This is an optimization exercise on Yosys and OpenROAD, whose aim is small area, a short achievable clock period and few clock cycles per item, not a production implementation.
No functional check of the RTL was part of any run shown here.
No activity file was given, so power comes from the tool's default toggle rates.

==> flow/design.v (outline; a module is shown in full before it is edited, if it fits) <==
// module csa_fa: 9 lines
// module csa_ha: 8 lines
// module binary_neuron: 897 lines
module binary_neuron (
    input  logic                    clk,
    input  logic                    reset,
    input  logic                    in_valid,
    output logic                    in_ready,
    input  logic [320:0]            in_req,
    output logic                    out_valid,
    input  logic                    out_ready,
    output logic [9:0]              out_sum
);
  // ...
==> flow/flow/run.sh <==
#!/bin/bash
# The standard layout (standard.sh: ORFS synthesis to final layout), with
# one change: the input and output ports are buffered with the smallest
# buffer, sky130_fd_sc_hd__buf_1, instead of the cell buffer_ports picks by
# default (clkdlybuf4s50_1).  Later repair steps may still resize them.
set -euo pipefail
export BUFFER_PORTS_ARGS="-buffer_cell sky130_fd_sc_hd__buf_1"
bash standard.sh > standard_flow.log 2>&1
==> flow/standard.sh <==
#!/bin/bash
# synth_recipe.tcl (not shown) runs the flow's synth.tcl, then flattens the netlist and writes it again
# the make line also repeats each setting of config.mk as NAME=value (left out here)
make -C /OpenROAD-flow-scripts/flow DESIGN_CONFIG=/design/flow/config.mk WORK_HOME=/design/flow/orfs CLKGATE_MAP_FILE= SYNTH_SCRIPT=/design/flow/synth_recipe.tcl "${@:-finish}"
==> flow/config.mk <==
export PLATFORM = sky130hd
export DESIGN_NAME = binary_neuron
export DESIGN_NICKNAME = binary_neuron
export VERILOG_FILES = /design/flow/design.v
export SDC_FILE = /design/flow/constraint.sdc
export NUM_CORES = 4
export LEC_CHECK = 0
export CAP_MARGIN = 20
export CORE_MARGIN = 2
export CORE_UTILIZATION = 40
export CTS_BUF_LIST = sky130_fd_sc_hd__clkbuf_8
export SLEW_MARGIN = 20
export SYNTH_HIERARCHICAL = 1
export SYNTH_MINIMUM_KEEP_SIZE = 0
==> flow/constraint.sdc <==
create_clock -name core_clock -period 6.0 [get_ports {clk}]
set_input_delay 1.2000 -clock core_clock [delete_from_list [all_inputs] [get_ports {clk}]]
set_output_delay 1.2000 -clock core_clock [all_outputs]
set_load 0.01 [all_outputs]
==> summary.md, run 1 <==
| Metric | Value |
|---|---|
| CP Launch Point | `in_req[161]` |
| Port Buffer Count | `between 300 and 400` |
| Vias per Instance | `4.644` |
| Slowest stage delay, CP | `0.61 ns` |
| Core area | `just over 30000 µm²` |
| CP bufs+invs | `1` |
| Die W | `~180 µm` |
| Top cells by area, synth | `fa_1 (39%), dfxtp_1 (19%), edfxtp_1 (9.6%)` |
| Worst Tran Pin Value | `0.9842 ns` |
| Area post-placement | `between 10000 and 15000 µm²` |
| Synth cell types | `33` |
| Global Route met3 Usage | `2.842%` |
| FFs w/ async S/R, synth | `0%` |
| Layout area overhead | `17.11%` |
| Post-synthesis cell type with the largest combined area | `fa_1` |
| Buffering overhead | `8.581%` |
| Initial antenna violation count | `0` |
| Largest Register | `q_data` |
| Inverters excl. clock | `33` |
| Pin count of the biggest net entering global routing | `27` |
| Outcome | `complete, no violations` |
| Largest family of logic cells by synthesized area | `adder cells` |
| Clk. pwr | `0.832 mW` |
| Hold Path Class | `reg -> reg` |
| EDFF count, synth | `40` |
| Initial Util | `40.82%` |
| P_sw | `3.245 mW` |
| WS Path Type | `in -> reg` |
| Unrepaired setup endpoints after global routing | `false` |
| Commonest cells after routing, fill and taps aside | `buf_1 (336), fa_1 (243), nor2_1 (217), xnor2_1 (131), dfxtp_1 (120)` |
| # rows | `between 60 and 70` |
| Total GRT Usage | `19.74%` |
==> module binary_neuron, before the edit <==
module binary_neuron (
    input  logic                    clk,
    input  logic                    reset,
    input  logic                    in_valid,
    output logic                    in_ready,
    input  logic [320:0]            in_req,
    output logic                    out_valid,
    input  logic                    out_ready,
    output logic [9:0]              out_sum
);
    wire p1_0 = in_req[318] ^ (~in_req[64] & in_req[317]);
    wire p2_0 = in_req[319] ^ (~in_req[64] & (in_req[317] | in_req[318]));
    wire q3_0 = ~(in_req[320] ^ (~in_req[64] & (in_req[317] | in_req[318] | in_req[319])));
    wire p1_1 = in_req[314] ^ (~in_req[63] & in_req[313]);
    wire p2_1 = in_req[315] ^ (~in_req[63] & (in_req[313] | in_req[314]));
    wire q3_1 = ~(in_req[316] ^ (~in_req[63] & (in_req[313] | in_req[314] | in_req[315])));
    wire p1_2 = in_req[310] ^ (~in_req[62] & in_req[309]);
    wire p2_2 = in_req[311] ^ (~in_req[62] & (in_req[309] | in_req[310]));
    wire q3_2 = ~(in_req[312] ^ (~in_req[62] & (in_req[309] | in_req[310] | in_req[311])));
    wire p1_3 = in_req[306] ^ (~in_req[61] & in_req[305]);
    wire p2_3 = in_req[307] ^ (~in_req[61] & (in_req[305] | in_req[306]));
    wire q3_3 = ~(in_req[308] ^ (~in_req[61] & (in_req[305] | in_req[306] | in_req[307])));
    wire p1_4 = in_req[302] ^ (~in_req[60] & in_req[301]);
    wire p2_4 = in_req[303] ^ (~in_req[60] & (in_req[301] | in_req[302]));
    wire q3_4 = ~(in_req[304] ^ (~in_req[60] & (in_req[301] | in_req[302] | in_req[303])));
    wire p1_5 = in_req[298] ^ (~in_req[59] & in_req[297]);
    wire p2_5 = in_req[299] ^ (~in_req[59] & (in_req[297] | in_req[298]));
    wire q3_5 = ~(in_req[300] ^ (~in_req[59] & (in_req[297] | in_req[298] | in_req[299])));
    wire p1_6 = in_req[294] ^ (~in_req[58] & in_req[293]);
    wire p2_6 = in_req[295] ^ (~in_req[58] & (in_req[293] | in_req[294]));
    wire q3_6 = ~(in_req[296] ^ (~in_req[58] & (in_req[293] | in_req[294] | in_req[295])));
    wire p1_7 = in_req[290] ^ (~in_req[57] & in_req[289]);
    wire p2_7 = in_req[291] ^ (~in_req[57] & (in_req[289] | in_req[290]));
    wire q3_7 = ~(in_req[292] ^ (~in_req[57] & (in_req[289] | in_req[290] | in_req[291])));
    wire p1_8 = in_req[286] ^ (~in_req[56] & in_req[285]);
    wire p2_8 = in_req[287] ^ (~in_req[56] & (in_req[285] | in_req[286]));
    wire q3_8 = ~(in_req[288] ^ (~in_req[56] & (in_req[285] | in_req[286] | in_req[287])));
    wire p1_9 = in_req[282] ^ (~in_req[55] & in_req[281]);
    wire p2_9 = in_req[283] ^ (~in_req[55] & (in_req[281] | in_req[282]));
    wire q3_9 = ~(in_req[284] ^ (~in_req[55] & (in_req[281] | in_req[282] | in_req[283])));
    wire p1_10 = in_req[278] ^ (~in_req[54] & in_req[277]);
    wire p2_10 = in_req[279] ^ (~in_req[54] & (in_req[277] | in_req[278]));
    wire q3_10 = ~(in_req[280] ^ (~in_req[54] & (in_req[277] | in_req[278] | in_req[279])));
    wire p1_11 = in_req[274] ^ (~in_req[53] & in_req[273]);
    wire p2_11 = in_req[275] ^ (~in_req[53] & (in_req[273] | in_req[274]));
    wire q3_11 = ~(in_req[276] ^ (~in_req[53] & (in_req[273] | in_req[274] | in_req[275])));
    wire p1_12 = in_req[270] ^ (~in_req[52] & in_req[269]);
    wire p2_12 = in_req[271] ^ (~in_req[52] & (in_req[269] | in_req[270]));
    wire q3_12 = ~(in_req[272] ^ (~in_req[52] & (in_req[269] | in_req[270] | in_req[271])));
    wire p1_13 = in_req[266] ^ (~in_req[51] & in_req[265]);
    wire p2_13 = in_req[267] ^ (~in_req[51] & (in_req[265] | in_req[266]));
    wire q3_13 = ~(in_req[268] ^ (~in_req[51] & (in_req[265] | in_req[266] | in_req[267])));
    wire p1_14 = in_req[262] ^ (~in_req[50] & in_req[261]);
    wire p2_14 = in_req[263] ^ (~in_req[50] & (in_req[261] | in_req[262]));
    wire q3_14 = ~(in_req[264] ^ (~in_req[50] & (in_req[261] | in_req[262] | in_req[263])));
    wire p1_15 = in_req[258] ^ (~in_req[49] & in_req[257]);
    wire p2_15 = in_req[259] ^ (~in_req[49] & (in_req[257] | in_req[258]));
    wire q3_15 = ~(in_req[260] ^ (~in_req[49] & (in_req[257] | in_req[258] | in_req[259])));
    wire p1_16 = in_req[254] ^ (~in_req[48] & in_req[253]);
    wire p2_16 = in_req[255] ^ (~in_req[48] & (in_req[253] | in_req[254]));
    wire q3_16 = ~(in_req[256] ^ (~in_req[48] & (in_req[253] | in_req[254] | in_req[255])));
    wire p1_17 = in_req[250] ^ (~in_req[47] & in_req[249]);
    wire p2_17 = in_req[251] ^ (~in_req[47] & (in_req[249] | in_req[250]));
    wire q3_17 = ~(in_req[252] ^ (~in_req[47] & (in_req[249] | in_req[250] | in_req[251])));
    wire p1_18 = in_req[246] ^ (~in_req[46] & in_req[245]);
    wire p2_18 = in_req[247] ^ (~in_req[46] & (in_req[245] | in_req[246]));
    wire q3_18 = ~(in_req[248] ^ (~in_req[46] & (in_req[245] | in_req[246] | in_req[247])));
    wire p1_19 = in_req[242] ^ (~in_req[45] & in_req[241]);
    wire p2_19 = in_req[243] ^ (~in_req[45] & (in_req[241] | in_req[242]));
    wire q3_19 = ~(in_req[244] ^ (~in_req[45] & (in_req[241] | in_req[242] | in_req[243])));
    wire p1_20 = in_req[238] ^ (~in_req[44] & in_req[237]);
    wire p2_20 = in_req[239] ^ (~in_req[44] & (in_req[237] | in_req[238]));
    wire q3_20 = ~(in_req[240] ^ (~in_req[44] & (in_req[237] | in_req[238] | in_req[239])));
    wire p1_21 = in_req[234] ^ (~in_req[43] & in_req[233]);
    wire p2_21 = in_req[235] ^ (~in_req[43] & (in_req[233] | in_req[234]));
    wire q3_21 = ~(in_req[236] ^ (~in_req[43] & (in_req[233] | in_req[234] | in_req[235])));
    wire p1_22 = in_req[230] ^ (~in_req[42] & in_req[229]);
    wire p2_22 = in_req[231] ^ (~in_req[42] & (in_req[229] | in_req[230]));
    wire q3_22 = ~(in_req[232] ^ (~in_req[42] & (in_req[229] | in_req[230] | in_req[231])));
    wire p1_23 = in_req[226] ^ (~in_req[41] & in_req[225]);
    wire p2_23 = in_req[227] ^ (~in_req[41] & (in_req[225] | in_req[226]));
    wire q3_23 = ~(in_req[228] ^ (~in_req[41] & (in_req[225] | in_req[226] | in_req[227])));
    wire p1_24 = in_req[222] ^ (~in_req[40] & in_req[221]);
    wire p2_24 = in_req[223] ^ (~in_req[40] & (in_req[221] | in_req[222]));
    wire q3_24 = ~(in_req[224] ^ (~in_req[40] & (in_req[221] | in_req[222] | in_req[223])));
    wire p1_25 = in_req[218] ^ (~in_req[39] & in_req[217]);
    wire p2_25 = in_req[219] ^ (~in_req[39] & (in_req[217] | in_req[218]));
    wire q3_25 = ~(in_req[220] ^ (~in_req[39] & (in_req[217] | in_req[218] | in_req[219])));
    wire p1_26 = in_req[214] ^ (~in_req[38] & in_req[213]);
    wire p2_26 = in_req[215] ^ (~in_req[38] & (in_req[213] | in_req[214]));
    wire q3_26 = ~(in_req[216] ^ (~in_req[38] & (in_req[213] | in_req[214] | in_req[215])));
    wire p1_27 = in_req[210] ^ (~in_req[37] & in_req[209]);
    wire p2_27 = in_req[211] ^ (~in_req[37] & (in_req[209] | in_req[210]));
    wire q3_27 = ~(in_req[212] ^ (~in_req[37] & (in_req[209] | in_req[210] | in_req[211])));
    wire p1_28 = in_req[206] ^ (~in_req[36] & in_req[205]);
    wire p2_28 = in_req[207] ^ (~in_req[36] & (in_req[205] | in_req[206]));
    wire q3_28 = ~(in_req[208] ^ (~in_req[36] & (in_req[205] | in_req[206] | in_req[207])));
    wire p1_29 = in_req[202] ^ (~in_req[35] & in_req[201]);
    wire p2_29 = in_req[203] ^ (~in_req[35] & (in_req[201] | in_req[202]));
    wire q3_29 = ~(in_req[204] ^ (~in_req[35] & (in_req[201] | in_req[202] | in_req[203])));
    wire p1_30 = in_req[198] ^ (~in_req[34] & in_req[197]);
    wire p2_30 = in_req[199] ^ (~in_req[34] & (in_req[197] | in_req[198]));
    wire q3_30 = ~(in_req[200] ^ (~in_req[34] & (in_req[197] | in_req[198] | in_req[199])));
    wire p1_31 = in_req[194] ^ (~in_req[33] & in_req[193]);
    wire p2_31 = in_req[195] ^ (~in_req[33] & (in_req[193] | in_req[194]));
    wire q3_31 = ~(in_req[196] ^ (~in_req[33] & (in_req[193] | in_req[194] | in_req[195])));
    wire p1_32 = in_req[190] ^ (~in_req[32] & in_req[189]);
    wire p2_32 = in_req[191] ^ (~in_req[32] & (in_req[189] | in_req[190]));
    wire q3_32 = ~(in_req[192] ^ (~in_req[32] & (in_req[189] | in_req[190] | in_req[191])));
    wire p1_33 = in_req[186] ^ (~in_req[31] & in_req[185]);
    wire p2_33 = in_req[187] ^ (~in_req[31] & (in_req[185] | in_req[186]));
    wire q3_33 = ~(in_req[188] ^ (~in_req[31] & (in_req[185] | in_req[186] | in_req[187])));
    wire p1_34 = in_req[182] ^ (~in_req[30] & in_req[181]);
    wire p2_34 = in_req[183] ^ (~in_req[30] & (in_req[181] | in_req[182]));
    wire q3_34 = ~(in_req[184] ^ (~in_req[30] & (in_req[181] | in_req[182] | in_req[183])));
    wire p1_35 = in_req[178] ^ (~in_req[29] & in_req[177]);
    wire p2_35 = in_req[179] ^ (~in_req[29] & (in_req[177] | in_req[178]));
    wire q3_35 = ~(in_req[180] ^ (~in_req[29] & (in_req[177] | in_req[178] | in_req[179])));
    wire p1_36 = in_req[174] ^ (~in_req[28] & in_req[173]);
    wire p2_36 = in_req[175] ^ (~in_req[28] & (in_req[173] | in_req[174]));
    wire q3_36 = ~(in_req[176] ^ (~in_req[28] & (in_req[173] | in_req[174] | in_req[175])));
    wire p1_37 = in_req[170] ^ (~in_req[27] & in_req[169]);
    wire p2_37 = in_req[171] ^ (~in_req[27] & (in_req[169] | in_req[170]));
    wire q3_37 = ~(in_req[172] ^ (~in_req[27] & (in_req[169] | in_req[170] | in_req[171])));
    wire p1_38 = in_req[166] ^ (~in_req[26] & in_req[165]);
    wire p2_38 = in_req[167] ^ (~in_req[26] & (in_req[165] | in_req[166]));
    wire q3_38 = ~(in_req[168] ^ (~in_req[26] & (in_req[165] | in_req[166] | in_req[167])));
    wire p1_39 = in_req[162] ^ (~in_req[25] & in_req[161]);
    wire p2_39 = in_req[163] ^ (~in_req[25] & (in_req[161] | in_req[162]));
    wire q3_39 = ~(in_req[164] ^ (~in_req[25] & (in_req[161] | in_req[162] | in_req[163])));
    wire p1_40 = in_req[158] ^ (~in_req[24] & in_req[157]);
    wire p2_40 = in_req[159] ^ (~in_req[24] & (in_req[157] | in_req[158]));
    wire q3_40 = ~(in_req[160] ^ (~in_req[24] & (in_req[157] | in_req[158] | in_req[159])));
    wire p1_41 = in_req[154] ^ (~in_req[23] & in_req[153]);
    wire p2_41 = in_req[155] ^ (~in_req[23] & (in_req[153] | in_req[154]));
    wire q3_41 = ~(in_req[156] ^ (~in_req[23] & (in_req[153] | in_req[154] | in_req[155])));
    wire p1_42 = in_req[150] ^ (~in_req[22] & in_req[149]);
    wire p2_42 = in_req[151] ^ (~in_req[22] & (in_req[149] | in_req[150]));
    wire q3_42 = ~(in_req[152] ^ (~in_req[22] & (in_req[149] | in_req[150] | in_req[151])));
    wire p1_43 = in_req[146] ^ (~in_req[21] & in_req[145]);
    wire p2_43 = in_req[147] ^ (~in_req[21] & (in_req[145] | in_req[146]));
    wire q3_43 = ~(in_req[148] ^ (~in_req[21] & (in_req[145] | in_req[146] | in_req[147])));
    wire p1_44 = in_req[142] ^ (~in_req[20] & in_req[141]);
    wire p2_44 = in_req[143] ^ (~in_req[20] & (in_req[141] | in_req[142]));
    wire q3_44 = ~(in_req[144] ^ (~in_req[20] & (in_req[141] | in_req[142] | in_req[143])));
    wire p1_45 = in_req[138] ^ (~in_req[19] & in_req[137]);
    wire p2_45 = in_req[139] ^ (~in_req[19] & (in_req[137] | in_req[138]));
    wire q3_45 = ~(in_req[140] ^ (~in_req[19] & (in_req[137] | in_req[138] | in_req[139])));
    wire p1_46 = in_req[134] ^ (~in_req[18] & in_req[133]);
    wire p2_46 = in_req[135] ^ (~in_req[18] & (in_req[133] | in_req[134]));
    wire q3_46 = ~(in_req[136] ^ (~in_req[18] & (in_req[133] | in_req[134] | in_req[135])));
    wire p1_47 = in_req[130] ^ (~in_req[17] & in_req[129]);
    wire p2_47 = in_req[131] ^ (~in_req[17] & (in_req[129] | in_req[130]));
    wire q3_47 = ~(in_req[132] ^ (~in_req[17] & (in_req[129] | in_req[130] | in_req[131])));
    wire p1_48 = in_req[126] ^ (~in_req[16] & in_req[125]);
    wire p2_48 = in_req[127] ^ (~in_req[16] & (in_req[125] | in_req[126]));
    wire q3_48 = ~(in_req[128] ^ (~in_req[16] & (in_req[125] | in_req[126] | in_req[127])));
    wire p1_49 = in_req[122] ^ (~in_req[15] & in_req[121]);
    wire p2_49 = in_req[123] ^ (~in_req[15] & (in_req[121] | in_req[122]));
    wire q3_49 = ~(in_req[124] ^ (~in_req[15] & (in_req[121] | in_req[122] | in_req[123])));
    wire p1_50 = in_req[118] ^ (~in_req[14] & in_req[117]);
    wire p2_50 = in_req[119] ^ (~in_req[14] & (in_req[117] | in_req[118]));
    wire q3_50 = ~(in_req[120] ^ (~in_req[14] & (in_req[117] | in_req[118] | in_req[119])));
    wire p1_51 = in_req[114] ^ (~in_req[13] & in_req[113]);
    wire p2_51 = in_req[115] ^ (~in_req[13] & (in_req[113] | in_req[114]));
    wire q3_51 = ~(in_req[116] ^ (~in_req[13] & (in_req[113] | in_req[114] | in_req[115])));
    wire p1_52 = in_req[110] ^ (~in_req[12] & in_req[109]);
    wire p2_52 = in_req[111] ^ (~in_req[12] & (in_req[109] | in_req[110]));
    wire q3_52 = ~(in_req[112] ^ (~in_req[12] & (in_req[109] | in_req[110] | in_req[111])));
    wire p1_53 = in_req[106] ^ (~in_req[11] & in_req[105]);
    wire p2_53 = in_req[107] ^ (~in_req[11] & (in_req[105] | in_req[106]));
    wire q3_53 = ~(in_req[108] ^ (~in_req[11] & (in_req[105] | in_req[106] | in_req[107])));
    wire p1_54 = in_req[102] ^ (~in_req[10] & in_req[101]);
    wire p2_54 = in_req[103] ^ (~in_req[10] & (in_req[101] | in_req[102]));
    wire q3_54 = ~(in_req[104] ^ (~in_req[10] & (in_req[101] | in_req[102] | in_req[103])));
    wire p1_55 = in_req[98] ^ (~in_req[9] & in_req[97]);
    wire p2_55 = in_req[99] ^ (~in_req[9] & (in_req[97] | in_req[98]));
    wire q3_55 = ~(in_req[100] ^ (~in_req[9] & (in_req[97] | in_req[98] | in_req[99])));
    wire p1_56 = in_req[94] ^ (~in_req[8] & in_req[93]);
    wire p2_56 = in_req[95] ^ (~in_req[8] & (in_req[93] | in_req[94]));
    wire q3_56 = ~(in_req[96] ^ (~in_req[8] & (in_req[93] | in_req[94] | in_req[95])));
    wire p1_57 = in_req[90] ^ (~in_req[7] & in_req[89]);
    wire p2_57 = in_req[91] ^ (~in_req[7] & (in_req[89] | in_req[90]));
    wire q3_57 = ~(in_req[92] ^ (~in_req[7] & (in_req[89] | in_req[90] | in_req[91])));
    wire p1_58 = in_req[86] ^ (~in_req[6] & in_req[85]);
    wire p2_58 = in_req[87] ^ (~in_req[6] & (in_req[85] | in_req[86]));
    wire q3_58 = ~(in_req[88] ^ (~in_req[6] & (in_req[85] | in_req[86] | in_req[87])));
    wire p1_59 = in_req[82] ^ (~in_req[5] & in_req[81]);
    wire p2_59 = in_req[83] ^ (~in_req[5] & (in_req[81] | in_req[82]));
    wire q3_59 = ~(in_req[84] ^ (~in_req[5] & (in_req[81] | in_req[82] | in_req[83])));
    wire p1_60 = in_req[78] ^ (~in_req[4] & in_req[77]);
    wire p2_60 = in_req[79] ^ (~in_req[4] & (in_req[77] | in_req[78]));
    wire q3_60 = ~(in_req[80] ^ (~in_req[4] & (in_req[77] | in_req[78] | in_req[79])));
    wire p1_61 = in_req[74] ^ (~in_req[3] & in_req[73]);
    wire p2_61 = in_req[75] ^ (~in_req[3] & (in_req[73] | in_req[74]));
    wire q3_61 = ~(in_req[76] ^ (~in_req[3] & (in_req[73] | in_req[74] | in_req[75])));
    wire p1_62 = in_req[70] ^ (~in_req[2] & in_req[69]);
    wire p2_62 = in_req[71] ^ (~in_req[2] & (in_req[69] | in_req[70]));
    wire q3_62 = ~(in_req[72] ^ (~in_req[2] & (in_req[69] | in_req[70] | in_req[71])));
    wire p1_63 = in_req[66] ^ (~in_req[1] & in_req[65]);
    wire p2_63 = in_req[67] ^ (~in_req[1] & (in_req[65] | in_req[66]));
    wire q3_63 = ~(in_req[68] ^ (~in_req[1] & (in_req[65] | in_req[66] | in_req[67])));
    logic r1_s57, r1_s59, r1_s61, r1_s135, r1_c58, r1_c60, r1_c62, r1_s137, r1_s139, r1_s141, r1_s143, r1_s145, r1_s147, r1_s149, r1_s229, r1_s231, r1_c138, r1_c140, r1_c142, r1_c144, r1_c146, r1_s233, r1_s235, r1_c148, r1_c150, r1_s237, r1_s239, r1_s241, r1_s243, r1_s245, r1_s247, r1_s249, r1_s341, r1_c234, r1_c236, r1_c238, r1_c240, r1_c242, r1_c244, r1_c246, r1_s343, r1_s345, r1_s347, r1_c248, r1_c250, r1_s349, r1_s351, r1_s353, r1_s355, r1_s357, r1_s359, r1_s361, r1_s405, r1_c344, r1_c346, r1_c348, r1_c350, r1_c352, r1_c354, r1_c356, r1_c358, r1_s407, r1_s409, r1_c360, r1_c362, r1_s411, r1_s413, r1_s415, r1_s417, r1_s419, r1_c404, r1_c406, r1_c408, r1_c410, r1_c412, r1_c414, r1_c416, r1_c418, r1_c420, r1_s453, r1_s455, r1_c454, r1_c456;
    logic r2_s447, r2_c392, r2_s449, r2_c448, r2_s475, r2_c450, r2_s477, r2_s489, r2_c476, r2_s491, r2_c478, r2_c492, r2_s499, r2_c498, r2_c500, r2_s63, r2_s157, r2_s271, r2_s391, r2_s159;
    wire s1 = ~(in_req[317] ^ in_req[313]);
    wire c2 = in_req[317] | in_req[313];
    wire s3, c4;
    csa_fa u_s3 (.a(in_req[309]), .b(in_req[305]), .c(in_req[301]), .s(s3), .co(c4));
    wire s5, c6;
    csa_fa u_s5 (.a(in_req[297]), .b(in_req[293]), .c(in_req[289]), .s(s5), .co(c6));
    wire s7, c8;
    csa_fa u_s7 (.a(in_req[285]), .b(in_req[281]), .c(in_req[277]), .s(s7), .co(c8));
    wire s9, c10;
    csa_fa u_s9 (.a(in_req[273]), .b(in_req[269]), .c(in_req[265]), .s(s9), .co(c10));
    wire s11, c12;
    csa_fa u_s11 (.a(in_req[261]), .b(in_req[257]), .c(in_req[253]), .s(s11), .co(c12));
    wire s13, c14;
    csa_fa u_s13 (.a(in_req[249]), .b(in_req[245]), .c(in_req[241]), .s(s13), .co(c14));
    wire s15, c16;
    csa_fa u_s15 (.a(in_req[237]), .b(in_req[233]), .c(in_req[229]), .s(s15), .co(c16));
    wire s17, c18;
    csa_fa u_s17 (.a(in_req[225]), .b(in_req[221]), .c(in_req[217]), .s(s17), .co(c18));
    wire s19, c20;
    csa_fa u_s19 (.a(in_req[213]), .b(in_req[209]), .c(in_req[205]), .s(s19), .co(c20));
    wire s21, c22;
    csa_fa u_s21 (.a(in_req[201]), .b(in_req[197]), .c(in_req[193]), .s(s21), .co(c22));
    wire s23, c24;
    csa_fa u_s23 (.a(in_req[189]), .b(in_req[185]), .c(in_req[181]), .s(s23), .co(c24));
    wire s25, c26;
    csa_fa u_s25 (.a(in_req[177]), .b(in_req[173]), .c(in_req[169]), .s(s25), .co(c26));
    wire s27, c28;
    csa_fa u_s27 (.a(in_req[165]), .b(in_req[161]), .c(in_req[157]), .s(s27), .co(c28));
    wire s29, c30;
    csa_fa u_s29 (.a(in_req[153]), .b(in_req[149]), .c(in_req[145]), .s(s29), .co(c30));
    wire s31, c32;
    csa_fa u_s31 (.a(in_req[141]), .b(in_req[137]), .c(in_req[133]), .s(s31), .co(c32));
    wire s33, c34;
    csa_fa u_s33 (.a(in_req[129]), .b(in_req[125]), .c(in_req[121]), .s(s33), .co(c34));
    wire s35, c36;
    csa_fa u_s35 (.a(in_req[117]), .b(in_req[113]), .c(in_req[109]), .s(s35), .co(c36));
    wire s37, c38;
    csa_fa u_s37 (.a(in_req[105]), .b(in_req[101]), .c(in_req[97]), .s(s37), .co(c38));
    wire s39, c40;
    csa_fa u_s39 (.a(in_req[93]), .b(in_req[89]), .c(in_req[85]), .s(s39), .co(c40));
    wire s41, c42;
    csa_fa u_s41 (.a(in_req[81]), .b(in_req[77]), .c(in_req[73]), .s(s41), .co(c42));
    wire s43, c44;
    csa_fa u_s43 (.a(in_req[69]), .b(in_req[65]), .c(s1), .s(s43), .co(c44));
    wire s45, c46;
    csa_fa u_s45 (.a(s3), .b(s5), .c(s7), .s(s45), .co(c46));
    wire s47, c48;
    csa_fa u_s47 (.a(s9), .b(s11), .c(s13), .s(s47), .co(c48));
    wire s49, c50;
    csa_fa u_s49 (.a(s15), .b(s17), .c(s19), .s(s49), .co(c50));
    wire s51, c52;
    csa_fa u_s51 (.a(s21), .b(s23), .c(s25), .s(s51), .co(c52));
    wire s53, c54;
    csa_fa u_s53 (.a(s27), .b(s29), .c(s31), .s(s53), .co(c54));
    wire s55, c56;
    csa_fa u_s55 (.a(s33), .b(s35), .c(s37), .s(s55), .co(c56));
    wire s57, c58;
    csa_fa u_s57 (.a(s39), .b(s41), .c(s43), .s(s57), .co(c58));
    wire s59, c60;
    csa_fa u_s59 (.a(s45), .b(s47), .c(s49), .s(s59), .co(c60));
    wire s61, c62;
    csa_fa u_s61 (.a(s51), .b(s53), .c(s55), .s(s61), .co(c62));
    wire s63, c64;
    csa_fa u_s63 (.a(r1_s57), .b(r1_s59), .c(r1_s61), .s(s63), .co(c64));
    wire s65 = ~(in_req[0] ^ p1_0);
    wire c66 = in_req[0] | p1_0;
    wire s67, c68;
    csa_fa u_s67 (.a(p1_1), .b(p1_2), .c(p1_3), .s(s67), .co(c68));
    wire s69, c70;
    csa_fa u_s69 (.a(p1_4), .b(p1_5), .c(p1_6), .s(s69), .co(c70));
    wire s71, c72;
    csa_fa u_s71 (.a(p1_7), .b(p1_8), .c(p1_9), .s(s71), .co(c72));
    wire s73, c74;
    csa_fa u_s73 (.a(p1_10), .b(p1_11), .c(p1_12), .s(s73), .co(c74));
    wire s75, c76;
    csa_fa u_s75 (.a(p1_13), .b(p1_14), .c(p1_15), .s(s75), .co(c76));
    wire s77, c78;
    csa_fa u_s77 (.a(p1_16), .b(p1_17), .c(p1_18), .s(s77), .co(c78));
    wire s79, c80;
    csa_fa u_s79 (.a(p1_19), .b(p1_20), .c(p1_21), .s(s79), .co(c80));
    wire s81, c82;
    csa_fa u_s81 (.a(p1_22), .b(p1_23), .c(p1_24), .s(s81), .co(c82));
    wire s83, c84;
    csa_fa u_s83 (.a(p1_25), .b(p1_26), .c(p1_27), .s(s83), .co(c84));
    wire s85, c86;
    csa_fa u_s85 (.a(p1_28), .b(p1_29), .c(p1_30), .s(s85), .co(c86));
    wire s87, c88;
    csa_fa u_s87 (.a(p1_31), .b(p1_32), .c(p1_33), .s(s87), .co(c88));
    wire s89, c90;
    csa_fa u_s89 (.a(p1_34), .b(p1_35), .c(p1_36), .s(s89), .co(c90));
    wire s91, c92;
    csa_fa u_s91 (.a(p1_37), .b(p1_38), .c(p1_39), .s(s91), .co(c92));
    wire s93, c94;
    csa_fa u_s93 (.a(p1_40), .b(p1_41), .c(p1_42), .s(s93), .co(c94));
    wire s95, c96;
    csa_fa u_s95 (.a(p1_43), .b(p1_44), .c(p1_45), .s(s95), .co(c96));
    wire s97, c98;
    csa_fa u_s97 (.a(p1_46), .b(p1_47), .c(p1_48), .s(s97), .co(c98));
    wire s99, c100;
    csa_fa u_s99 (.a(p1_49), .b(p1_50), .c(p1_51), .s(s99), .co(c100));
    wire s101, c102;
    csa_fa u_s101 (.a(p1_52), .b(p1_53), .c(p1_54), .s(s101), .co(c102));
    wire s103, c104;
    csa_fa u_s103 (.a(p1_55), .b(p1_56), .c(p1_57), .s(s103), .co(c104));
    wire s105, c106;
    csa_fa u_s105 (.a(p1_58), .b(p1_59), .c(p1_60), .s(s105), .co(c106));
    wire s107, c108;
    csa_fa u_s107 (.a(p1_61), .b(p1_62), .c(p1_63), .s(s107), .co(c108));
    wire s109, c110;
    csa_fa u_s109 (.a(c2), .b(c4), .c(c6), .s(s109), .co(c110));
    wire s111, c112;
    csa_fa u_s111 (.a(c8), .b(c10), .c(c12), .s(s111), .co(c112));
    wire s113, c114;
    csa_fa u_s113 (.a(c14), .b(c16), .c(c18), .s(s113), .co(c114));
    wire s115, c116;
    csa_fa u_s115 (.a(c20), .b(c22), .c(c24), .s(s115), .co(c116));
    wire s117, c118;
    csa_fa u_s117 (.a(c26), .b(c28), .c(c30), .s(s117), .co(c118));
    wire s119, c120;
    csa_fa u_s119 (.a(c32), .b(c34), .c(c36), .s(s119), .co(c120));
    wire s121, c122;
    csa_fa u_s121 (.a(c38), .b(c40), .c(c42), .s(s121), .co(c122));
    wire s123, c124;
    csa_fa u_s123 (.a(s65), .b(s67), .c(s69), .s(s123), .co(c124));
    wire s125, c126;
    csa_fa u_s125 (.a(s71), .b(s73), .c(s75), .s(s125), .co(c126));
    wire s127, c128;
    csa_fa u_s127 (.a(s77), .b(s79), .c(s81), .s(s127), .co(c128));
    wire s129, c130;
    csa_fa u_s129 (.a(s83), .b(s85), .c(s87), .s(s129), .co(c130));
    wire s131, c132;
    csa_fa u_s131 (.a(s89), .b(s91), .c(s93), .s(s131), .co(c132));
    wire s133, c134;
    csa_fa u_s133 (.a(s95), .b(s97), .c(s99), .s(s133), .co(c134));
    wire s135, c136;
    csa_fa u_s135 (.a(s101), .b(s103), .c(s105), .s(s135), .co(c136));
    wire s137, c138;
    csa_fa u_s137 (.a(s107), .b(c44), .c(c46), .s(s137), .co(c138));
    wire s139, c140;
    csa_fa u_s139 (.a(c48), .b(c50), .c(c52), .s(s139), .co(c140));
    wire s141, c142;
    csa_fa u_s141 (.a(c54), .b(c56), .c(s109), .s(s141), .co(c142));
    wire s143, c144;
    csa_fa u_s143 (.a(s111), .b(s113), .c(s115), .s(s143), .co(c144));
    wire s145, c146;
    csa_fa u_s145 (.a(s117), .b(s119), .c(s121), .s(s145), .co(c146));
    wire s147, c148;
    csa_fa u_s147 (.a(s123), .b(s125), .c(s127), .s(s147), .co(c148));
    wire s149, c150;
    csa_fa u_s149 (.a(s129), .b(s131), .c(s133), .s(s149), .co(c150));
    wire s151, c152;
    csa_fa u_s151 (.a(r1_s135), .b(r1_c58), .c(r1_c60), .s(s151), .co(c152));
    wire s153, c154;
    csa_fa u_s153 (.a(r1_c62), .b(r1_s137), .c(r1_s139), .s(s153), .co(c154));
    wire s155, c156;
    csa_fa u_s155 (.a(r1_s141), .b(r1_s143), .c(r1_s145), .s(s155), .co(c156));
    wire s157, c158;
    csa_fa u_s157 (.a(r1_s147), .b(r1_s149), .c(c64), .s(s157), .co(c158));
    wire s159, c160;
    csa_fa u_s159 (.a(s151), .b(s153), .c(s155), .s(s159), .co(c160));
    wire s161 = ~(p2_0 ^ p2_1);
    wire c162 = p2_0 | p2_1;
    wire s163, c164;
    csa_fa u_s163 (.a(p2_2), .b(p2_3), .c(p2_4), .s(s163), .co(c164));
    wire s165, c166;
    csa_fa u_s165 (.a(p2_5), .b(p2_6), .c(p2_7), .s(s165), .co(c166));
    wire s167, c168;
    csa_fa u_s167 (.a(p2_8), .b(p2_9), .c(p2_10), .s(s167), .co(c168));
    wire s169, c170;
    csa_fa u_s169 (.a(p2_11), .b(p2_12), .c(p2_13), .s(s169), .co(c170));
    wire s171, c172;
    csa_fa u_s171 (.a(p2_14), .b(p2_15), .c(p2_16), .s(s171), .co(c172));
    wire s173, c174;
    csa_fa u_s173 (.a(p2_17), .b(p2_18), .c(p2_19), .s(s173), .co(c174));
    wire s175, c176;
    csa_fa u_s175 (.a(p2_20), .b(p2_21), .c(p2_22), .s(s175), .co(c176));
    wire s177, c178;
    csa_fa u_s177 (.a(p2_23), .b(p2_24), .c(p2_25), .s(s177), .co(c178));
    wire s179, c180;
    csa_fa u_s179 (.a(p2_26), .b(p2_27), .c(p2_28), .s(s179), .co(c180));
    wire s181, c182;
    csa_fa u_s181 (.a(p2_29), .b(p2_30), .c(p2_31), .s(s181), .co(c182));
    wire s183, c184;
    csa_fa u_s183 (.a(p2_32), .b(p2_33), .c(p2_34), .s(s183), .co(c184));
    wire s185, c186;
    csa_fa u_s185 (.a(p2_35), .b(p2_36), .c(p2_37), .s(s185), .co(c186));
    wire s187, c188;
    csa_fa u_s187 (.a(p2_38), .b(p2_39), .c(p2_40), .s(s187), .co(c188));
    wire s189, c190;
    csa_fa u_s189 (.a(p2_41), .b(p2_42), .c(p2_43), .s(s189), .co(c190));
    wire s191, c192;
    csa_fa u_s191 (.a(p2_44), .b(p2_45), .c(p2_46), .s(s191), .co(c192));
    wire s193, c194;
    csa_fa u_s193 (.a(p2_47), .b(p2_48), .c(p2_49), .s(s193), .co(c194));
    wire s195, c196;
    csa_fa u_s195 (.a(p2_50), .b(p2_51), .c(p2_52), .s(s195), .co(c196));
    wire s197, c198;
    csa_fa u_s197 (.a(p2_53), .b(p2_54), .c(p2_55), .s(s197), .co(c198));
    wire s199, c200;
    csa_fa u_s199 (.a(p2_56), .b(p2_57), .c(p2_58), .s(s199), .co(c200));
    wire s201, c202;
    csa_fa u_s201 (.a(p2_59), .b(p2_60), .c(p2_61), .s(s201), .co(c202));
    wire s203, c204;
    csa_fa u_s203 (.a(p2_62), .b(p2_63), .c(c66), .s(s203), .co(c204));
    wire s205, c206;
    csa_fa u_s205 (.a(c68), .b(c70), .c(c72), .s(s205), .co(c206));
    wire s207, c208;
    csa_fa u_s207 (.a(c74), .b(c76), .c(c78), .s(s207), .co(c208));
    wire s209, c210;
    csa_fa u_s209 (.a(c80), .b(c82), .c(c84), .s(s209), .co(c210));
    wire s211, c212;
    csa_fa u_s211 (.a(c86), .b(c88), .c(c90), .s(s211), .co(c212));
    wire s213, c214;
    csa_fa u_s213 (.a(c92), .b(c94), .c(c96), .s(s213), .co(c214));
    wire s215, c216;
    csa_fa u_s215 (.a(c98), .b(c100), .c(c102), .s(s215), .co(c216));
    wire s217, c218;
    csa_fa u_s217 (.a(c104), .b(c106), .c(c108), .s(s217), .co(c218));
    wire s219, c220;
    csa_fa u_s219 (.a(s161), .b(s163), .c(s165), .s(s219), .co(c220));
    wire s221, c222;
    csa_fa u_s221 (.a(s167), .b(s169), .c(s171), .s(s221), .co(c222));
    wire s223, c224;
    csa_fa u_s223 (.a(s173), .b(s175), .c(s177), .s(s223), .co(c224));
    wire s225, c226;
    csa_fa u_s225 (.a(s179), .b(s181), .c(s183), .s(s225), .co(c226));
    wire s227, c228;
    csa_fa u_s227 (.a(s185), .b(s187), .c(s189), .s(s227), .co(c228));
    wire s229, c230;
    csa_fa u_s229 (.a(s191), .b(s193), .c(s195), .s(s229), .co(c230));
    wire s231, c232;
    csa_fa u_s231 (.a(s197), .b(s199), .c(s201), .s(s231), .co(c232));
    wire s233, c234;
    csa_fa u_s233 (.a(c110), .b(c112), .c(c114), .s(s233), .co(c234));
    wire s235, c236;
    csa_fa u_s235 (.a(c116), .b(c118), .c(c120), .s(s235), .co(c236));
    wire s237, c238;
    csa_fa u_s237 (.a(c122), .b(c124), .c(c126), .s(s237), .co(c238));
    wire s239, c240;
    csa_fa u_s239 (.a(c128), .b(c130), .c(c132), .s(s239), .co(c240));
    wire s241, c242;
    csa_fa u_s241 (.a(c134), .b(c136), .c(s203), .s(s241), .co(c242));
    wire s243, c244;
    csa_fa u_s243 (.a(s205), .b(s207), .c(s209), .s(s243), .co(c244));
    wire s245, c246;
    csa_fa u_s245 (.a(s211), .b(s213), .c(s215), .s(s245), .co(c246));
    wire s247, c248;
    csa_fa u_s247 (.a(s217), .b(s219), .c(s221), .s(s247), .co(c248));
    wire s249, c250;
    csa_fa u_s249 (.a(s223), .b(s225), .c(s227), .s(s249), .co(c250));
    wire s251, c252;
    csa_fa u_s251 (.a(r1_s229), .b(r1_s231), .c(r1_c138), .s(s251), .co(c252));
    wire s253, c254;
    csa_fa u_s253 (.a(r1_c140), .b(r1_c142), .c(r1_c144), .s(s253), .co(c254));
    wire s255, c256;
    csa_fa u_s255 (.a(r1_c146), .b(r1_s233), .c(r1_s235), .s(s255), .co(c256));
    wire s257, c258;
    csa_fa u_s257 (.a(r1_c148), .b(r1_c150), .c(r1_s237), .s(s257), .co(c258));
    wire s259, c260;
    csa_fa u_s259 (.a(r1_s239), .b(r1_s241), .c(r1_s243), .s(s259), .co(c260));
    wire s261, c262;
    csa_fa u_s261 (.a(r1_s245), .b(r1_s247), .c(r1_s249), .s(s261), .co(c262));
    wire s263, c264;
    csa_fa u_s263 (.a(c152), .b(c154), .c(c156), .s(s263), .co(c264));
    wire s265, c266;
    csa_fa u_s265 (.a(s251), .b(s253), .c(s255), .s(s265), .co(c266));
    wire s267, c268;
    csa_fa u_s267 (.a(s257), .b(s259), .c(s261), .s(s267), .co(c268));
    wire s269, c270;
    csa_fa u_s269 (.a(c158), .b(c160), .c(s263), .s(s269), .co(c270));
    wire s271, c272;
    csa_fa u_s271 (.a(s265), .b(s267), .c(s269), .s(s271), .co(c272));
    wire s273 = ~(q3_0 ^ q3_1);
    wire c274 = q3_0 | q3_1;
    wire s275, c276;
    csa_fa u_s275 (.a(q3_2), .b(q3_3), .c(q3_4), .s(s275), .co(c276));
    wire s277, c278;
    csa_fa u_s277 (.a(q3_5), .b(q3_6), .c(q3_7), .s(s277), .co(c278));
    wire s279, c280;
    csa_fa u_s279 (.a(q3_8), .b(q3_9), .c(q3_10), .s(s279), .co(c280));
    wire s281, c282;
    csa_fa u_s281 (.a(q3_11), .b(q3_12), .c(q3_13), .s(s281), .co(c282));
    wire s283, c284;
    csa_fa u_s283 (.a(q3_14), .b(q3_15), .c(q3_16), .s(s283), .co(c284));
    wire s285, c286;
    csa_fa u_s285 (.a(q3_17), .b(q3_18), .c(q3_19), .s(s285), .co(c286));
    wire s287, c288;
    csa_fa u_s287 (.a(q3_20), .b(q3_21), .c(q3_22), .s(s287), .co(c288));
    wire s289, c290;
    csa_fa u_s289 (.a(q3_23), .b(q3_24), .c(q3_25), .s(s289), .co(c290));
    wire s291, c292;
    csa_fa u_s291 (.a(q3_26), .b(q3_27), .c(q3_28), .s(s291), .co(c292));
    wire s293, c294;
    csa_fa u_s293 (.a(q3_29), .b(q3_30), .c(q3_31), .s(s293), .co(c294));
    wire s295, c296;
    csa_fa u_s295 (.a(q3_32), .b(q3_33), .c(q3_34), .s(s295), .co(c296));
    wire s297, c298;
    csa_fa u_s297 (.a(q3_35), .b(q3_36), .c(q3_37), .s(s297), .co(c298));
    wire s299, c300;
    csa_fa u_s299 (.a(q3_38), .b(q3_39), .c(q3_40), .s(s299), .co(c300));
    wire s301, c302;
    csa_fa u_s301 (.a(q3_41), .b(q3_42), .c(q3_43), .s(s301), .co(c302));
    wire s303, c304;
    csa_fa u_s303 (.a(q3_44), .b(q3_45), .c(q3_46), .s(s303), .co(c304));
    wire s305, c306;
    csa_fa u_s305 (.a(q3_47), .b(q3_48), .c(q3_49), .s(s305), .co(c306));
    wire s307, c308;
    csa_fa u_s307 (.a(q3_50), .b(q3_51), .c(q3_52), .s(s307), .co(c308));
    wire s309, c310;
    csa_fa u_s309 (.a(q3_53), .b(q3_54), .c(q3_55), .s(s309), .co(c310));
    wire s311, c312;
    csa_fa u_s311 (.a(q3_56), .b(q3_57), .c(q3_58), .s(s311), .co(c312));
    wire s313, c314;
    csa_fa u_s313 (.a(q3_59), .b(q3_60), .c(q3_61), .s(s313), .co(c314));
    wire s315, c316;
    csa_fa u_s315 (.a(q3_62), .b(q3_63), .c(c162), .s(s315), .co(c316));
    wire s317, c318;
    csa_fa u_s317 (.a(c164), .b(c166), .c(c168), .s(s317), .co(c318));
    wire s319, c320;
    csa_fa u_s319 (.a(c170), .b(c172), .c(c174), .s(s319), .co(c320));
    wire s321, c322;
    csa_fa u_s321 (.a(c176), .b(c178), .c(c180), .s(s321), .co(c322));
    wire s323, c324;
    csa_fa u_s323 (.a(c182), .b(c184), .c(c186), .s(s323), .co(c324));
    wire s325, c326;
    csa_fa u_s325 (.a(c188), .b(c190), .c(c192), .s(s325), .co(c326));
    wire s327, c328;
    csa_fa u_s327 (.a(c194), .b(c196), .c(c198), .s(s327), .co(c328));
    wire s329, c330;
    csa_fa u_s329 (.a(c200), .b(c202), .c(s273), .s(s329), .co(c330));
    wire s331, c332;
    csa_fa u_s331 (.a(s275), .b(s277), .c(s279), .s(s331), .co(c332));
    wire s333, c334;
    csa_fa u_s333 (.a(s281), .b(s283), .c(s285), .s(s333), .co(c334));
    wire s335, c336;
    csa_fa u_s335 (.a(s287), .b(s289), .c(s291), .s(s335), .co(c336));
    wire s337, c338;
    csa_fa u_s337 (.a(s293), .b(s295), .c(s297), .s(s337), .co(c338));
    wire s339, c340;
    csa_fa u_s339 (.a(s299), .b(s301), .c(s303), .s(s339), .co(c340));
    wire s341, c342;
    csa_fa u_s341 (.a(s305), .b(s307), .c(s309), .s(s341), .co(c342));
    wire s343, c344;
    csa_fa u_s343 (.a(s311), .b(s313), .c(c204), .s(s343), .co(c344));
    wire s345, c346;
    csa_fa u_s345 (.a(c206), .b(c208), .c(c210), .s(s345), .co(c346));
    wire s347, c348;
    csa_fa u_s347 (.a(c212), .b(c214), .c(c216), .s(s347), .co(c348));
    wire s349, c350;
    csa_fa u_s349 (.a(c218), .b(c220), .c(c222), .s(s349), .co(c350));
    wire s351, c352;
    csa_fa u_s351 (.a(c224), .b(c226), .c(c228), .s(s351), .co(c352));
    wire s353, c354;
    csa_fa u_s353 (.a(c230), .b(c232), .c(s315), .s(s353), .co(c354));
    wire s355, c356;
    csa_fa u_s355 (.a(s317), .b(s319), .c(s321), .s(s355), .co(c356));
    wire s357, c358;
    csa_fa u_s357 (.a(s323), .b(s325), .c(s327), .s(s357), .co(c358));
    wire s359, c360;
    csa_fa u_s359 (.a(s329), .b(s331), .c(s333), .s(s359), .co(c360));
    wire s361, c362;
    csa_fa u_s361 (.a(s335), .b(s337), .c(s339), .s(s361), .co(c362));
    wire s363, c364;
    csa_fa u_s363 (.a(r1_s341), .b(r1_c234), .c(r1_c236), .s(s363), .co(c364));
    wire s365, c366;
    csa_fa u_s365 (.a(r1_c238), .b(r1_c240), .c(r1_c242), .s(s365), .co(c366));
    wire s367, c368;
    csa_fa u_s367 (.a(r1_c244), .b(r1_c246), .c(r1_s343), .s(s367), .co(c368));
    wire s369, c370;
    csa_fa u_s369 (.a(r1_s345), .b(r1_s347), .c(r1_c248), .s(s369), .co(c370));
    wire s371, c372;
    csa_fa u_s371 (.a(r1_c250), .b(r1_s349), .c(r1_s351), .s(s371), .co(c372));
    wire s373, c374;
    csa_fa u_s373 (.a(r1_s353), .b(r1_s355), .c(r1_s357), .s(s373), .co(c374));
    wire s375, c376;
    csa_fa u_s375 (.a(r1_s359), .b(r1_s361), .c(c252), .s(s375), .co(c376));
    wire s377, c378;
    csa_fa u_s377 (.a(c254), .b(c256), .c(s363), .s(s377), .co(c378));
    wire s379, c380;
    csa_fa u_s379 (.a(c258), .b(c260), .c(s365), .s(s379), .co(c380));
    wire s381, c382;
    csa_fa u_s381 (.a(s367), .b(c262), .c(s369), .s(s381), .co(c382));
    wire s383, c384;
    csa_fa u_s383 (.a(s371), .b(s373), .c(c264), .s(s383), .co(c384));
    wire s385, c386;
    csa_fa u_s385 (.a(c266), .b(s375), .c(s377), .s(s385), .co(c386));
    wire s387, c388;
    csa_fa u_s387 (.a(s379), .b(c268), .c(s381), .s(s387), .co(c388));
    wire s389, c390;
    csa_fa u_s389 (.a(c270), .b(s383), .c(s385), .s(s389), .co(c390));
    wire s391, c392;
    csa_fa u_s391 (.a(s387), .b(c272), .c(s389), .s(s391), .co(c392));
    wire s393 = ~(c274 ^ c276);
    wire c394 = c274 | c276;
    wire s395, c396;
    csa_fa u_s395 (.a(c278), .b(c280), .c(c282), .s(s395), .co(c396));
    wire s397, c398;
    csa_fa u_s397 (.a(c284), .b(c286), .c(c288), .s(s397), .co(c398));
    wire s399, c400;
    csa_fa u_s399 (.a(c290), .b(c292), .c(c294), .s(s399), .co(c400));
    wire s401, c402;
    csa_fa u_s401 (.a(c296), .b(c298), .c(c300), .s(s401), .co(c402));
    wire s403, c404;
    csa_fa u_s403 (.a(c302), .b(c304), .c(c306), .s(s403), .co(c404));
    wire s405, c406;
    csa_fa u_s405 (.a(c308), .b(c310), .c(c312), .s(s405), .co(c406));
    wire s407, c408;
    csa_fa u_s407 (.a(c314), .b(c316), .c(c318), .s(s407), .co(c408));
    wire s409, c410;
    csa_fa u_s409 (.a(c320), .b(c322), .c(c324), .s(s409), .co(c410));
    wire s411, c412;
    csa_fa u_s411 (.a(c326), .b(c328), .c(c330), .s(s411), .co(c412));
    wire s413, c414;
    csa_fa u_s413 (.a(c332), .b(c334), .c(c336), .s(s413), .co(c414));
    wire s415, c416;
    csa_fa u_s415 (.a(c338), .b(c340), .c(c342), .s(s415), .co(c416));
    wire s417, c418;
    csa_fa u_s417 (.a(s393), .b(s395), .c(s397), .s(s417), .co(c418));
    wire s419, c420;
    csa_fa u_s419 (.a(s399), .b(s401), .c(s403), .s(s419), .co(c420));
    wire s421, c422;
    csa_fa u_s421 (.a(r1_s405), .b(r1_c344), .c(r1_c346), .s(s421), .co(c422));
    wire s423, c424;
    csa_fa u_s423 (.a(r1_c348), .b(r1_c350), .c(r1_c352), .s(s423), .co(c424));
    wire s425, c426;
    csa_fa u_s425 (.a(r1_c354), .b(r1_c356), .c(r1_c358), .s(s425), .co(c426));
    wire s427, c428;
    csa_fa u_s427 (.a(r1_s407), .b(r1_s409), .c(r1_c360), .s(s427), .co(c428));
    wire s429, c430;
    csa_fa u_s429 (.a(r1_c362), .b(r1_s411), .c(r1_s413), .s(s429), .co(c430));
    wire s431, c432;
    csa_fa u_s431 (.a(r1_s415), .b(r1_s417), .c(r1_s419), .s(s431), .co(c432));
    wire s433, c434;
    csa_fa u_s433 (.a(c364), .b(c366), .c(c368), .s(s433), .co(c434));
    wire s435, c436;
    csa_fa u_s435 (.a(s421), .b(c370), .c(c372), .s(s435), .co(c436));
    wire s437, c438;
    csa_fa u_s437 (.a(c374), .b(s423), .c(s425), .s(s437), .co(c438));
    wire s439, c440;
    csa_fa u_s439 (.a(s427), .b(s429), .c(s431), .s(s439), .co(c440));
    wire s441, c442;
    csa_fa u_s441 (.a(c376), .b(c378), .c(c380), .s(s441), .co(c442));
    wire s443, c444;
    csa_fa u_s443 (.a(s433), .b(c382), .c(s435), .s(s443), .co(c444));
    wire s445, c446;
    csa_fa u_s445 (.a(s437), .b(s439), .c(c384), .s(s445), .co(c446));
    wire s447, c448;
    csa_fa u_s447 (.a(c386), .b(s441), .c(c388), .s(s447), .co(c448));
    wire s449, c450;
    csa_fa u_s449 (.a(s443), .b(c390), .c(s445), .s(s449), .co(c450));
    wire s451, c452;
    csa_fa u_s451 (.a(r2_s447), .b(r2_c392), .c(r2_s449), .s(s451), .co(c452));
    wire s453 = ~(c394 ^ c396);
    wire c454 = c394 | c396;
    wire s455, c456;
    csa_fa u_s455 (.a(c398), .b(c400), .c(c402), .s(s455), .co(c456));
    wire s457, c458;
    csa_fa u_s457 (.a(r1_c404), .b(r1_c406), .c(r1_c408), .s(s457), .co(c458));
    wire s459, c460;
    csa_fa u_s459 (.a(r1_c410), .b(r1_c412), .c(r1_c414), .s(s459), .co(c460));
    wire s461, c462;
    csa_fa u_s461 (.a(r1_c416), .b(r1_c418), .c(r1_c420), .s(s461), .co(c462));
    wire s463, c464;
    csa_fa u_s463 (.a(r1_s453), .b(r1_s455), .c(c422), .s(s463), .co(c464));
    wire s465, c466;
    csa_fa u_s465 (.a(c424), .b(c426), .c(s457), .s(s465), .co(c466));
    wire s467, c468;
    csa_fa u_s467 (.a(c428), .b(c430), .c(c432), .s(s467), .co(c468));
    wire s469, c470;
    csa_fa u_s469 (.a(s459), .b(s461), .c(s463), .s(s469), .co(c470));
    wire s471, c472;
    csa_fa u_s471 (.a(c434), .b(c436), .c(c438), .s(s471), .co(c472));
    wire s473, c474;
    csa_fa u_s473 (.a(s465), .b(c440), .c(s467), .s(s473), .co(c474));
    wire s475, c476;
    csa_fa u_s475 (.a(c442), .b(s469), .c(c444), .s(s475), .co(c476));
    wire s477, c478;
    csa_fa u_s477 (.a(s471), .b(s473), .c(c446), .s(s477), .co(c478));
    wire s479, c480;
    csa_fa u_s479 (.a(r2_c448), .b(r2_s475), .c(r2_c450), .s(s479), .co(c480));
    wire s481, c482;
    csa_fa u_s481 (.a(r2_s477), .b(c452), .c(s479), .s(s481), .co(c482));
    wire s483 = ~(r1_c454 ^ r1_c456);
    wire c484 = r1_c454 | r1_c456;
    wire s485, c486;
    csa_fa u_s485 (.a(c458), .b(c460), .c(c462), .s(s485), .co(c486));
    wire s487, c488;
    csa_fa u_s487 (.a(s483), .b(c464), .c(c466), .s(s487), .co(c488));
    wire s489, c490;
    csa_fa u_s489 (.a(c468), .b(s485), .c(c470), .s(s489), .co(c490));
    wire s491, c492;
    csa_fa u_s491 (.a(c472), .b(s487), .c(c474), .s(s491), .co(c492));
    wire s493, c494;
    csa_fa u_s493 (.a(r2_s489), .b(r2_c476), .c(r2_s491), .s(s493), .co(c494));
    wire s495, c496;
    csa_fa u_s495 (.a(r2_c478), .b(s493), .c(c480), .s(s495), .co(c496));
    wire s497 = ~(c484 ^ c486);
    wire c498 = c484 | c486;
    wire s499, c500;
    csa_fa u_s499 (.a(c488), .b(s497), .c(c490), .s(s499), .co(c500));
    wire s501, c502;
    csa_fa u_s501 (.a(r2_c492), .b(r2_s499), .c(c494), .s(s501), .co(c502));
    wire s503 = ~(r2_c498 ^ r2_c500);
    wire c504 = r2_c498 | r2_c500;
    wire [9:0] row_a = {c504, s503, s501, s495, s481, s451, r2_s391, r2_s271, r2_s157, r2_s63};
    wire [9:0] row_b = {1'b0, c502, c496, c482, 1'b0, 1'b0, 1'b0, 1'b0, r2_s159, 1'b0};
    wire [9:0] total = row_a + row_b;
    logic         accept, pop;
    logic [3:0] pending, pending_next;
    assign accept = in_valid && in_ready;
    assign pop    = out_valid && out_ready;
    always_comb begin
        case ({accept, pop})
            2'b10:   pending_next = {pending[2:0], 1'b1};
            2'b01:   pending_next = {1'b0, pending[3:1]};
            default: pending_next = pending;
        endcase
    end
    always_ff @(posedge clk) begin
        if (reset) begin
            pending  <= '0;
            in_ready <= 1'b1;
        end else begin
            pending  <= pending_next;
            in_ready <= !pending_next[3];
        end
    end
    logic [2:1] stage_valid;
    always_ff @(posedge clk) begin
        if (reset) begin
            stage_valid <= '0;
        end else begin
            stage_valid <= {stage_valid[1:1], accept};
        end
    end
    always_ff @(posedge clk) begin
        r1_s57 <= s57;
        r1_s59 <= s59;
        r1_s61 <= s61;
        r1_s135 <= s135;
        r1_c58 <= c58;
        r1_c60 <= c60;
        r1_c62 <= c62;
        r1_s137 <= s137;
        r1_s139 <= s139;
        r1_s141 <= s141;
        r1_s143 <= s143;
        r1_s145 <= s145;
        r1_s147 <= s147;
        r1_s149 <= s149;
        r1_s229 <= s229;
        r1_s231 <= s231;
        r1_c138 <= c138;
        r1_c140 <= c140;
        r1_c142 <= c142;
        r1_c144 <= c144;
        r1_c146 <= c146;
        r1_s233 <= s233;
        r1_s235 <= s235;
        r1_c148 <= c148;
        r1_c150 <= c150;
        r1_s237 <= s237;
        r1_s239 <= s239;
        r1_s241 <= s241;
        r1_s243 <= s243;
        r1_s245 <= s245;
        r1_s247 <= s247;
        r1_s249 <= s249;
        r1_s341 <= s341;
        r1_c234 <= c234;
        r1_c236 <= c236;
        r1_c238 <= c238;
        r1_c240 <= c240;
        r1_c242 <= c242;
        r1_c244 <= c244;
        r1_c246 <= c246;
        r1_s343 <= s343;
        r1_s345 <= s345;
        r1_s347 <= s347;
        r1_c248 <= c248;
        r1_c250 <= c250;
        r1_s349 <= s349;
        r1_s351 <= s351;
        r1_s353 <= s353;
        r1_s355 <= s355;
        r1_s357 <= s357;
        r1_s359 <= s359;
        r1_s361 <= s361;
        r1_s405 <= s405;
        r1_c344 <= c344;
        r1_c346 <= c346;
        r1_c348 <= c348;
        r1_c350 <= c350;
        r1_c352 <= c352;
        r1_c354 <= c354;
        r1_c356 <= c356;
        r1_c358 <= c358;
        r1_s407 <= s407;
        r1_s409 <= s409;
        r1_c360 <= c360;
        r1_c362 <= c362;
        r1_s411 <= s411;
        r1_s413 <= s413;
        r1_s415 <= s415;
        r1_s417 <= s417;
        r1_s419 <= s419;
        r1_c404 <= c404;
        r1_c406 <= c406;
        r1_c408 <= c408;
        r1_c410 <= c410;
        r1_c412 <= c412;
        r1_c414 <= c414;
        r1_c416 <= c416;
        r1_c418 <= c418;
        r1_c420 <= c420;
        r1_s453 <= s453;
        r1_s455 <= s455;
        r1_c454 <= c454;
        r1_c456 <= c456;
    end
    always_ff @(posedge clk) begin
        r2_s447 <= s447;
        r2_c392 <= c392;
        r2_s449 <= s449;
        r2_c448 <= c448;
        r2_s475 <= s475;
        r2_c450 <= c450;
        r2_s477 <= s477;
        r2_s489 <= s489;
        r2_c476 <= c476;
        r2_s491 <= s491;
        r2_c478 <= c478;
        r2_c492 <= c492;
        r2_s499 <= s499;
        r2_c498 <= c498;
        r2_c500 <= c500;
        r2_s63 <= s63;
        r2_s157 <= s157;
        r2_s271 <= s271;
        r2_s391 <= s391;
        r2_s159 <= s159;
    end
    logic [9:0]      q_data [0:2];
    logic [2:0]    q_wr, q_rd, q_occ;
    logic [9:0]      q_head;
    logic            q_empty;
    logic            result;        
    logic            head_load;     
    logic            q_push, q_pull;
    assign result    = stage_valid[2];
    assign q_empty   = !q_occ[0];
    assign head_load = !out_valid || out_ready;
    assign q_pull    = head_load && !q_empty;
    assign q_push    = result && !(head_load && q_empty);
    always_ff @(posedge clk) begin
        if (reset) begin
            q_wr  <= 3'd1;
            q_rd  <= 3'd1;
            q_occ <= '0;
        end else begin
            if (q_push) q_wr <= {q_wr[1:0], q_wr[2]};
            if (q_pull) q_rd <= {q_rd[1:0], q_rd[2]};
            case ({q_push, q_pull})
                2'b10:   q_occ <= {q_occ[1:0], 1'b1};
                2'b01:   q_occ <= {1'b0, q_occ[2:1]};
                default: ;
            endcase
        end
    end
    always_ff @(posedge clk) begin
        for (int i = 0; i < 3; i++) begin
            if (q_push && q_wr[i]) q_data[i] <= total;
        end
    end
    always_comb begin
        q_head = '0;
        for (int i = 0; i < 3; i++) begin
            q_head = q_head | (q_data[i] & {10{q_rd[i]}});
        end
    end
    always_ff @(posedge clk) begin
        if (reset) begin
            out_valid <= 1'b0;
        end else if (head_load) begin
            out_valid <= !q_empty || result;
        end
    end
    always_ff @(posedge clk) begin
        if (head_load) begin
            out_sum <= q_empty ? total : q_head;
        end
    end
endmodule
==> run 2: changes to the inputs <==
--- a/flow/design.v
+++ b/flow/design.v
@@ -729,25 +729,24 @@
     wire [9:0] row_b = {1'b0, c502, c496, c482, 1'b0, 1'b0, 1'b0, 1'b0, r2_s159, 1'b0};
     wire [9:0] total = row_a + row_b;
     logic         accept, pop;
-    logic [3:0] pending, pending_next;
+    logic [2:0] pending, pending_next;
     assign accept = in_valid && in_ready;
     assign pop    = out_valid && out_ready;
     always_comb begin
         case ({accept, pop})
-            2'b10:   pending_next = {pending[2:0], 1'b1};
-            2'b01:   pending_next = {1'b0, pending[3:1]};
+            2'b10:   pending_next = {pending[1:0], 1'b1};
+            2'b01:   pending_next = {1'b0, pending[2:1]};
             default: pending_next = pending;
         endcase
     end
     always_ff @(posedge clk) begin
         if (reset) begin
-            pending  <= '0;
-            in_ready <= 1'b1;
+            pending <= '0;
         end else begin
-            pending  <= pending_next;
-            in_ready <= !pending_next[3];
+            pending <= pending_next;
         end
     end
+    assign in_ready = !pending[2] || pop;
     logic [2:1] stage_valid;
     always_ff @(posedge clk) begin
         if (reset) begin
@@ -865,25 +864,18 @@
     end
     logic [9:0]      q_data [0:2];
     logic [2:0]    q_wr, q_rd, q_occ;
-    logic [9:0]      q_head;
-    logic            q_empty;
     logic            result;        
-    logic            head_load;     
-    logic            q_push, q_pull;
     assign result    = stage_valid[2];
-    assign q_empty   = !q_occ[0];
-    assign head_load = !out_valid || out_ready;
-    assign q_pull    = head_load && !q_empty;
-    assign q_push    = result && !(head_load && q_empty);
+    assign out_valid = q_occ[0];
     always_ff @(posedge clk) begin
         if (reset) begin
             q_wr  <= 3'd1;
             q_rd  <= 3'd1;
             q_occ <= '0;
         end else begin
-            if (q_push) q_wr <= {q_wr[1:0], q_wr[2]};
-            if (q_pull) q_rd <= {q_rd[1:0], q_rd[2]};
-            case ({q_push, q_pull})
+            if (result) q_wr <= {q_wr[1:0], q_wr[2]};
+            if (pop) q_rd <= {q_rd[1:0], q_rd[2]};
+            case ({result, pop})
                 2'b10:   q_occ <= {q_occ[1:0], 1'b1};
                 2'b01:   q_occ <= {1'b0, q_occ[2:1]};
                 default: ;
@@ -892,25 +884,13 @@
     end
     always_ff @(posedge clk) begin
         for (int i = 0; i < 3; i++) begin
-            if (q_push && q_wr[i]) q_data[i] <= total;
+            if (result && q_wr[i]) q_data[i] <= total;
         end
     end
     always_comb begin
-        q_head = '0;
+        out_sum = '0;
         for (int i = 0; i < 3; i++) begin
-            q_head = q_head | (q_data[i] & {10{q_rd[i]}});
-        end
-    end
-    always_ff @(posedge clk) begin
-        if (reset) begin
-            out_valid <= 1'b0;
-        end else if (head_load) begin
-            out_valid <= !q_empty || result;
-        end
-    end
-    always_ff @(posedge clk) begin
-        if (head_load) begin
-            out_sum <= q_empty ? total : q_head;
+            out_sum = out_sum | (q_data[i] & {10{q_rd[i]}});
         end
     end
 endmodule
==> flow/flow/run.sh (replaced) <==
#!/bin/bash
# The standard layout (standard.sh: ORFS synthesis to final layout), with
# two changes:
#  - the input and output ports are buffered with the smallest buffer,
#    sky130_fd_sc_hd__buf_1, instead of the cell buffer_ports picks by default
#    (clkdlybuf4s50_1); later repair steps may still resize them;
#  - clock tree synthesis adds no dummy loads to the clock tree.
set -euo pipefail
export BUFFER_PORTS_ARGS="-buffer_cell sky130_fd_sc_hd__buf_1"
export CTS_ARGS="-sink_clustering_enable -repair_clock_nets -buf_list sky130_fd_sc_hd__clkbuf_8 -dont_use_dummy_load"
bash standard.sh > standard_flow.log 2>&1
==> run 2 against run 1 <==
  * Still clean
  * Routed wire length decreased by 3.4%
  * Non-clock buffer count stayed put
  * Fmax fell by 2.4%
  * Clock skew grew 0.012 ns
  * Register-to-register slack got worse by 0.03 ns
  * Worst hold slack is essentially flat
  * Critical path type unchanged
==> summary.md, run 2 <==
| Metric | Value |
|---|---|
| Worst Tran Pin Value | `0.6107 ns (-0.3735 ns)` |
| Post-synthesis cell type with the largest combined area | `fa_1` |
| Max FO, Critical Path | `4` |
| TritonRoute pass-1 iters | `5` |
| Post-DRT Antenna Nets | `0` |
| EDFF count, synth | `30 (-25%)` |
| HPWL Detailed | `27820 µm` |
| WS Path Type | `in -> reg` |
| Setup_tns | `0 ns` |
| Critical Path Start Type | `input pin` |
| GRT overflow | `0` |
| Layout area overhead | `16.35%` |
| Outcome | `complete, no violations` |
| Post-CTS Setup Inserts | `0` |
| Synth warn | `8` |
| Die W | `177.5 µm (-2.0%)` |
| Most common cell after layout, fill and taps aside | `buf_1` |
| DR WL/cell | `17.21 µm` |
| Clock Latency Late Sink | `0.43 ns` |
| Pin count of the biggest net entering global routing | `17 (-37%)` |
| CTS Sinks | `147` |
| Initial antenna violation count | `1 (+1)` |
| Buffer levels on the longest clock path | `2` |
| Port Buffer Count | `336 (unchanged)` |
| Die height | `177.5 µm` |
| Worst endpoint required time | `about 6.3 ns` |
| Vias per Instance | `4.580 (-1.4%)` |
| Commonest cells after routing, fill and taps aside | `buf_1 (336), fa_1 (243), nor2_1 (204), xnor2_1 (134), dfxtp_1 (117)` |
| Syn Nets | `1612` |
| Register area share after synthesis | `26.95%` |
| Core area | `29640 µm² (-3.6%)` |
| Total Power | `7.147 mW` |
| Hold path startpoint | `stage_valid[1]` |
| Pint | `4.138 mW` |
| Synth cell types | `27 (-18%)` |
| Area post-placement | `13770 µm² (-3.6%)` |
| P_sw | `3.009 mW (-7.3%)` |
| Top cells by area, synth | `fa_1 (40%), dfxtp_1 (19%), xnor2_1 (9.8%)` |
| FFs w/ async S/R, synth | `0% (unchanged)` |
| GP Congestion | `0.8573` |
| Initial Util | `40.60% (-0.21 points)` |
| Hold Path Class | `reg -> reg` |
| # rows | `63 (-1.6%)` |
| Total GRT Usage | `20.13% (+0.38 points)` |
| Unrepaired setup endpoints after global routing | `false` |
| Largest Register | `q_data` |
| Normalized max-slew margin | `between 50% and 60%` |
| Detailed-route DRC error count | `0` |
| Critical R2R Launch | `r1_c138` |
run 2: worst max path at each step:
stage / from / endpoint / slack (ns) / cells after the start
6_report: in_req[193] / r1_s361 / 2.93 / 7
5_1_grt: in_req[165] / r1_s361 / 2.82 / 7
4_1_cts: in_req[245] / r1_s249 / 2.92 / 7
3_5_place_dp: in_req[193] / r1_s361 / 2.46 / 7
3_3_place_gp: in_req[245] / r1_s249 / 2.51 / 7
2_1_floorplan: in_req[234] / r1_s361 / 2.82 / 6
run 2: power by group through the flow:
stage               clock network [mW]  registers (mW)  logic [mW]
floorplan                            0            1.88        3.30
global placement                     0            2.00        4.62
detailed placement                   0            2.00        4.70
CTS                              0.572            1.98        4.74
global route                     0.611            2.01        5.46
finish                           0.556            1.97        4.62
run 2: worst max-delay path: stages:
cell and delay (ns):
buf_1 0.13, nor3_1 0.18, nor2_1 0.07, xnor2_1 0.26, fa_1 0.52, fa_1 0.59, fa_1 0.43
run 2: routing by layer:
metal / vias up / share of wire (%) / GRT usage (%)
met5: - / 0.043 / 0
li1: 3936 / - / -
met4: 2 / 0.78 / 3.449
met1: 3940 / 41 / 24.95
met2: 201 / 53 / 36.84
met3: 14 / 4.7 / 3.749
run 2: logic make-up after synthesis:
| group | count (synthesis) | synth area share (%) |
|---|---|---|
| AOI/OAI and AO/OA | 27 | 1.747 |
| xor gates and xnor gates | 199 | 14.48 |
| adders and majority gates | 259 | 42.09 |
| buffers and inverters | 42 | 1.310 |
| DFF | 147 | 26.95 |
| muxes | 2 | 0.1664 |
| and+or+nand+nor | 352 | 13.26 |
run 2: final cells by class:
| type | instances | share of cell area (%) |
|---|---|---|
| Multi-Input combinational cell | 839 | 61.66 |
| Sequential cell | 147 | 23.16 |
| Timing Repair Buffer | 336 | 9.007 |
| Tap cell | 390 | 3.485 |
| Clock buffer | 17 | 1.671 |
| Inverter | 38 | 1.019 |
run 2: modules after synthesis, one instance, submodules excluded:
| module | flops+latches | copies in the design | cell area, µm² |
|---|---|---|---|
| binary_neuron | 147 | 1 | 7169 |
| csa_fa | 0 | 243 | 20.02 |
run 2: metrics by stage:
step / utilization, % / cells / hold WS, ns / setup WS, ns
after global routing: 47.24 / 1767 / 0.4768 / 2.817
after CTS: 47.24 / 1767 / 0.4537 / 2.924
after global placement: 46.45 / 1750 / 0.4213 / 2.505
final: 47.24 / 1767 / 0.4515 / 2.928
after floorplan: - / 1028 / 0.4138 / 2.825
after detailed placement: 46.45 / 1750 / 0.4339 / 2.457

Setup slack of run 2, layout unchanged: 2.928 ns with ideal ports, 2.947 ns with driving cells assumed (clock clkbuf_16, inputs buf_2), 2.485 ns with port delays also shifted by the 0.462 ns mid clock arrival.
